Background: an optimization exercise with open tools, aiming at small area and a short achievable clock period. Do not read the settings as production practice. The RTL was checked by simulation tests, not by an equivalence proof against the original design.

==> inputs of wip/amber <==
## dll_retry_monitor
module dll_retry_monitor #(
  parameter int DEPTH          = 16,
  parameter int REPLAY_TIMEOUT = 1024
) (
  input  logic                 sclk,
  input  logic                 srst,
  input  logic [1:0]           dlcm_state_i,
  input  logic                 tl2dll_valid_i,
  input  logic [255:0]         tl2dll_data_i,
  output logic                 tl2dll_ready_o,
  input  logic [15:0]          acknak_seq_num_i,
  input  logic [1:0]           acknak_seq_en_i,
  output logic                 tlp_valid_o,
  output logic [255:0]         tlp_data_o,
  output logic [11:0]          tlp_seq_o,
  input  logic                 arb_ready_i,
  output logic                 replay_rollover_o,
  output logic [$clog2(DEPTH):0] buf_count_o
);
make LEC_CHECK=0 CAP_MARGIN=20 CORE_MARGIN=2 CORE_UTILIZATION=50 SETUP_SLACK_MARGIN=4.0 SLEW_MARGIN=20 SYNTH_HIERARCHICAL=1 SYNTH_MINIMUM_KEEP_SIZE=0 finish   # period 8.0 ns
run.sh (not shown) runs the stock make flow with config.mk's settings and CLKGATE_MAP_FILE= SYNTH_SCRIPT=/design/flow/synth_recipe.tcl, a recipe that flattens the netlist after the stock synthesis.
==> wip/lagoon (differences from wip/amber) <==
--- a/flow/design.v
+++ b/flow/design.v
@@ -84,57 +84,60 @@
   logic          vld, vld_nx;           
   logic [11:0]   tseq, tseq_nx;
   logic          dl_active, acc, hs;
   logic [11:0]   seq_in;
   logic [PW-1:0] v, a, sp1, sadv;
-  logic          ack_ev, nak_ev, bor, hi_ok, le_w, in_w, le_s, in_s;
-  logic          wrap_r, wrap_s, purge, nak_ok, pass, rstart, rsel;
-  logic          eq_a, eq_r, eq_s, eq_s1, eq_x, counting, tmo;
+  logic          ack_ev, nak_ev, bor, gt_s, gt_r;
+  logic          wrap_r, wrap_s, purge, pass, rstart, rsel;
+  logic          eq_a, eq_r, eq_s, eq_s1, counting, tmo;
   logic [DEPTH-1:0] ohv, oha, ohs1, ohs2, ohs, ohw;
   logic [DEPTH:0]   cv, ca, cs;
-  logic          hi_eq0, ax_eq, rsel_p, rsel_n, pass_p, byp_v, byp_a, byp_s;
-  logic          pick_v, pick_a, pick_s;
+  logic          hi_eq0, hi_eq1, ax_eq, byp_v, byp_a, byp_s;
+  logic          pick_v, pick_a;
   logic [DEPTH:0]   sel;
   logic [11:0]   hip1;
   logic          unused_hi;
   assign unused_hi = ^acknak_seq_num_i[15:12];
   assign dl_active = dlcm_state_i == 2'd3;
-  assign acc       = ~srst & dl_active & rdy & tl2dll_valid_i;
-  assign hs        = ~srst & dl_active & vld & arb_ready_i;
+  assign acc       = dl_active & rdy & tl2dll_valid_i;
+  assign hs        = dl_active & vld & arb_ready_i;
   assign seq_in = acknak_seq_num_i[11:0];
   assign ack_ev = acknak_seq_en_i == 2'b01;
   assign nak_ev = acknak_seq_en_i == 2'b10;
   assign hip1 = inc12_f({5'd0, seq_in[11:5]});
   assign v = seq_in[PW-1:0];
   assign a = ackd[PW-1:0];              
-  assign bor    = lt_f(v, a);
-  assign hi_ok  = bor ? (seq_in[11:5] == ahp1) : (seq_in[11:5] == ackd[11:5]);
-  assign wrap_r = lt_f(rm1, a);
-  assign wrap_s = lt_f(sm1, a);
-  assign le_w   = rep ? ~lt_f(rm1, v) : ~lt_f(sm1, v);
-  assign in_w   = hi_ok & ((rep ? wrap_r : wrap_s) ? (~bor | le_w) : (~bor & le_w));
-  assign eq_a   = v == a;
-  assign purge  = (ack_ev | nak_ev) & in_w & ~eq_a;
-  assign nak_ok = nak_ev & in_w;
-  assign le_s = ~lt_f(sm1, v);
-  assign in_s = wrap_s ? (~bor | le_s) : (~bor & le_s);
-  assign pass = rep & purge & ~in_s;
   assign sp1  = inc5_f(sm1);
   assign sadv = hs ? sp1 : sm1;
-  assign eq_r   = v == rm1;
-  assign eq_s   = v == sm1;
-  assign eq_s1  = v == sp1;
-  assign eq_x   = rep ? eq_r : (hs ? eq_s1 : eq_s);
+  dll_retry_lt5 u_lva (.x(v), .y(a), .lt(bor));
+  dll_retry_lt5 u_lsv (.x(sm1), .y(v), .lt(gt_s));
+  dll_retry_lt5 u_lrv (.x(rm1), .y(v), .lt(gt_r));
+  dll_retry_eq5 u_eva (.x(v), .y(a), .eq(eq_a));
+  dll_retry_eq5 u_esv (.x(sm1), .y(v), .eq(eq_s));
+  dll_retry_eq5 u_erv (.x(rm1), .y(v), .eq(eq_r));
+  dll_retry_eq5 u_es1 (.x(sp1), .y(v), .eq(eq_s1));
+  dll_retry_eq7  u_hi0 (.x(seq_in[11:5]), .y(ackd[11:5]), .eq(hi_eq0));
+  dll_retry_eq7  u_hi1 (.x(seq_in[11:5]), .y(ahp1), .eq(hi_eq1));
+  assign wrap_r = lt_f(rm1, a);
+  assign wrap_s = lt_f(sm1, a);
+  assign ax_eq  = rep ? (rm1 == a) : (hs ? (sp1 == a) : (sm1 == a));
   assign counting = ~rep & (sm1 != a);
   assign tmo      = counting & (&timer);
-  assign rstart = (nak_ok & ~eq_x) | (tmo & ~purge);
-  assign rsel   = rstart | pass;
+  dll_retry_pick u_pick (
+    .ack(ack_ev), .nak(nak_ev), .rep(rep), .hs(hs), .tmo(tmo),
+    .bor(bor), .eq_a(eq_a), .gt_s(gt_s), .gt_r(gt_r), .eq_s(eq_s),
+    .eq_s1(eq_s1), .eq_r(eq_r), .wrap_s(wrap_s), .wrap_r(wrap_r),
+    .hi_eq0(hi_eq0), .hi_eq1(hi_eq1), .ax_eq(ax_eq),
+    .purge(purge), .pick_v(pick_v), .pick_a(pick_a), .pass(pass),
+    .rstart(rstart)
+  );
+  assign rsel   = pick_v | pick_a;
   always_comb begin
     sm1_nx   = rsel ? (purge ? v : a) : sadv;
     rm1_nx   = (rstart & ~rep) ? sadv : rm1;
     if (rep) begin
-      rep_nx = rstart | ~(pass ? eq_r : (sadv == rm1));
+      rep_nx = rstart | ~(pass ? eq_r : (hs ? (sp1 == rm1) : (sm1 == rm1)));
     end else begin
       rep_nx = rstart;
     end
     tm1_nx   = addc5_f(tm1, acc);
     count_nx = purge ? sub5_f(tm1_nx, v) : addc5_f(count, acc);
@@ -157,27 +160,19 @@
   assign ohv  = dec_f(v[AW-1:0], 1);
   assign oha  = dec_f(a[AW-1:0], 1);
   assign ohs1 = dec_f(sm1[AW-1:0], 1);
   assign ohs2 = dec_f(sm1[AW-1:0], 2);
   assign ohs  = hs ? ohs2 : ohs1;
-  assign hi_eq0 = seq_in[11:5] == ackd[11:5];
-  assign ax_eq  = rep ? (rm1 == a) : (sadv == a);
-  assign rsel_p = (nak_ev & ~eq_x) | pass_p;
-  assign rsel_n = (nak_ev & eq_a & hi_eq0 & ~ax_eq) | tmo;
-  assign pass_p = rep & ~in_s;
   assign byp_v = acc & (v[AW-1:0] == tm1[AW-1:0]);
   assign byp_a = acc & (a[AW-1:0] == tm1[AW-1:0]);
   assign byp_s = acc & (hs ? sp1[AW-1:0] == tm1[AW-1:0] : ~vld);
   assign cv = {byp_v, ohv & {DEPTH{~byp_v}}};
   assign ca = {byp_a, oha & {DEPTH{~byp_a}}};
   assign cs = {byp_s, ohs & {DEPTH{~byp_s}}};
-  assign pick_v = purge & rsel_p;
-  assign pick_a = ~purge & rsel_n;
-  assign pick_s = ~(pick_v | pick_a);
   for (genvar k = 0; k <= DEPTH; k++) begin : g_sel
-    dll_retry_ao3 u_sel (.s({pick_v, pick_a, pick_s}), .d({cv[k], ca[k], cs[k]}),
-                         .y(sel[k]));
+    dll_retry_sel3 u_sel (.pv(pick_v), .pa(pick_a), .cv(cv[k]), .ca(ca[k]),
+                          .cs(cs[k]), .y(sel[k]));
   end
   for (genvar b = 0; b < 256; b++) begin : g_rd
     logic [DEPTH:0] col;
     always_comb begin
       col[DEPTH] = tl2dll_data_i[b];
@@ -263,16 +258,64 @@
     localparam int W = (3 * g + 3 <= N) ? 3 : N - 3 * g;
     dll_retry_aoi #(.W(W)) u_aoi (.s(sel[3*g +: W]), .d(d[3*g +: W]), .yn(gn[g]));
   end
   assign y = ~&gn;
 endmodule
-module dll_retry_ao3 (
-  input  logic [2:0] s,
-  input  logic [2:0] d,
-  output logic       y
+module dll_retry_lt5 (
+  input  logic [4:0] x,
+  input  logic [4:0] y,
+  output logic       lt
+);
+  logic [4:0] l, ng;
+  assign l  = ~x & y;
+  assign ng = ~x | y;
+  assign lt = l[4] | (ng[4] & l[3]) | (&ng[4:3] & l[2]) | (&ng[4:2] & l[1])
+            | (&ng[4:1] & l[0]);
+endmodule
+module dll_retry_eq5 (
+  input  logic [4:0] x,
+  input  logic [4:0] y,
+  output logic       eq
+);
+  assign eq = x == y;
+endmodule
+module dll_retry_eq7 (
+  input  logic [6:0] x,
+  input  logic [6:0] y,
+  output logic       eq
+);
+  assign eq = x == y;
+endmodule
+module dll_retry_pick (
+  input  logic ack, nak, rep, hs, tmo,
+  input  logic bor, eq_a, gt_s, gt_r, eq_s, eq_s1, eq_r,
+  input  logic wrap_s, wrap_r, hi_eq0, hi_eq1, ax_eq,
+  output logic purge, pick_v, pick_a, pass, rstart
+);
+  logic hi_ok, le_s, le_r, in_s, in_r, in_w, eq_x;
+  assign hi_ok  = bor ? hi_eq1 : hi_eq0;
+  assign le_s   = ~gt_s;
+  assign le_r   = ~gt_r;
+  assign in_s   = wrap_s ? (~bor | le_s) : (~bor & le_s);
+  assign in_r   = wrap_r ? (~bor | le_r) : (~bor & le_r);
+  assign in_w   = hi_ok & (rep ? in_r : in_s);
+  assign purge  = (ack | nak) & in_w & ~eq_a;
+  assign pass   = rep & purge & ~in_s;
+  assign eq_x   = rep ? eq_r : (hs ? eq_s1 : eq_s);
+  assign pick_v = purge & ((nak & ~eq_x) | (rep & ~in_s));
+  assign pick_a = (nak & eq_a & hi_eq0 & ~ax_eq) | (tmo & ~purge);
+  assign rstart = (purge & nak & ~eq_x) | pick_a;
+endmodule
+module dll_retry_sel3 (
+  input  logic pv,
+  input  logic pa,
+  input  logic cv,
+  input  logic ca,
+  input  logic cs,
+  output logic y
 );
-  assign y = |(s & d);
+  assign y = pv ? cv : (pa ? ca : cs);
 endmodule
 module dll_retry_aoi #(
   parameter int W = 3
 ) (
   input  logic [W-1:0] s,
Settings changed: CAP_MARGIN 20 to 25, CTS_CLUSTER_DIAMETER from default to 100, CTS_CLUSTER_SIZE from default to 28, SETUP_SLACK_MARGIN 4.0 to 4.2, SLEW_MARGIN 20 to 35, TNS_END_PERCENT from default to 10.
==> results.toml <==
[outcome]
status = "complete, no violations"

[placement]
placed_area_um2 = 168000
place_hpwl_mm = 216

[layout]
nMultiInputCombCells = 2666
final_area_um2 = 181000

[yosys]
synth_commonest_cells = "4096 x edfxtp_1, 1280 x a222oi_1, 323 x dfxtp_1"
yosys-top-cells-area = "edfxtp_1 80%, a222oi_1 8.3%, dfxtp_1 4.2%"
netlist_instances = 7154
ys_types = 65

[worst_hold_path]
min_delay_worst_endpoint = "dout[127]$_DFF_P_"

[sta]
period_needed_ps = 4690
min_period_over_period_pct = 58.7

[grt]
grt_pass1_vias = 82583

[floorplan]
core_um2 = 306000
die_height_um = 558

[worst_setup_path]
cp.depth = 22
cpPeakStageDelay_ps = 390

[drt]
met1Wirelength_mm = 185
vias = 87244

[power]
power_switching_mw = 8.60
Source of the figures above: wip/lagoon

==> results.toml <==
[drt]
met1Wirelength_mm = 182
vias = 88503

[outcome]
status = "complete, no violations"

[sta]
period_needed_ps = 5100

[yosys]
ys_types = 63
yosys-top-cells-area = "edfxtp_1 80%, a222oi_1 8.5%, dfxtp_1 4.2%"
netlist_instances = 7126

[worst_setup_path]
cpPeakStageDelay_ps = 500

[placement]
place_hpwl_mm = 214
placed_area_um2 = 168000

[layout]
final_area_um2 = 188000

[floorplan]
die_height_um = 558

[power]
power_switching_mw = 9.91
Source of the figures above: wip/amber

-- separate check: timing with driven ports --
The flow's constraints put no driver on any port. The routed layouts listed below were extracted and timed again, unchanged, in two steps.
Step 1 sets driving cells, clkbuf_16 on the clock port and buf_2 on the other inputs (assumed; they add their load-dependent delay and slew).
Step 2 adds t to the input delays and takes it off the output delays; t is the mean of the earliest and latest rising clock arrival at the registers after step 1. Input paths then give back, and output paths get back, about the clock's delay inside the block.
a / b / c = no drivers / after step 1 / after step 2; a / b = the first two.
run | t, ns | slack for setup (ns) | worst setup path after step 2
wip/amber | 1.073 | 2.899 / 2.955 / 1.882 | input to register
wip/lagoon | 1.030 | 3.307 / 3.348 / 2.318 | input to register
After both steps setup and hold are still met in every run listed. The setup slack of wip/amber, which loses most, moves by +0.056 ns with the drivers and by -1.017 ns with both steps.
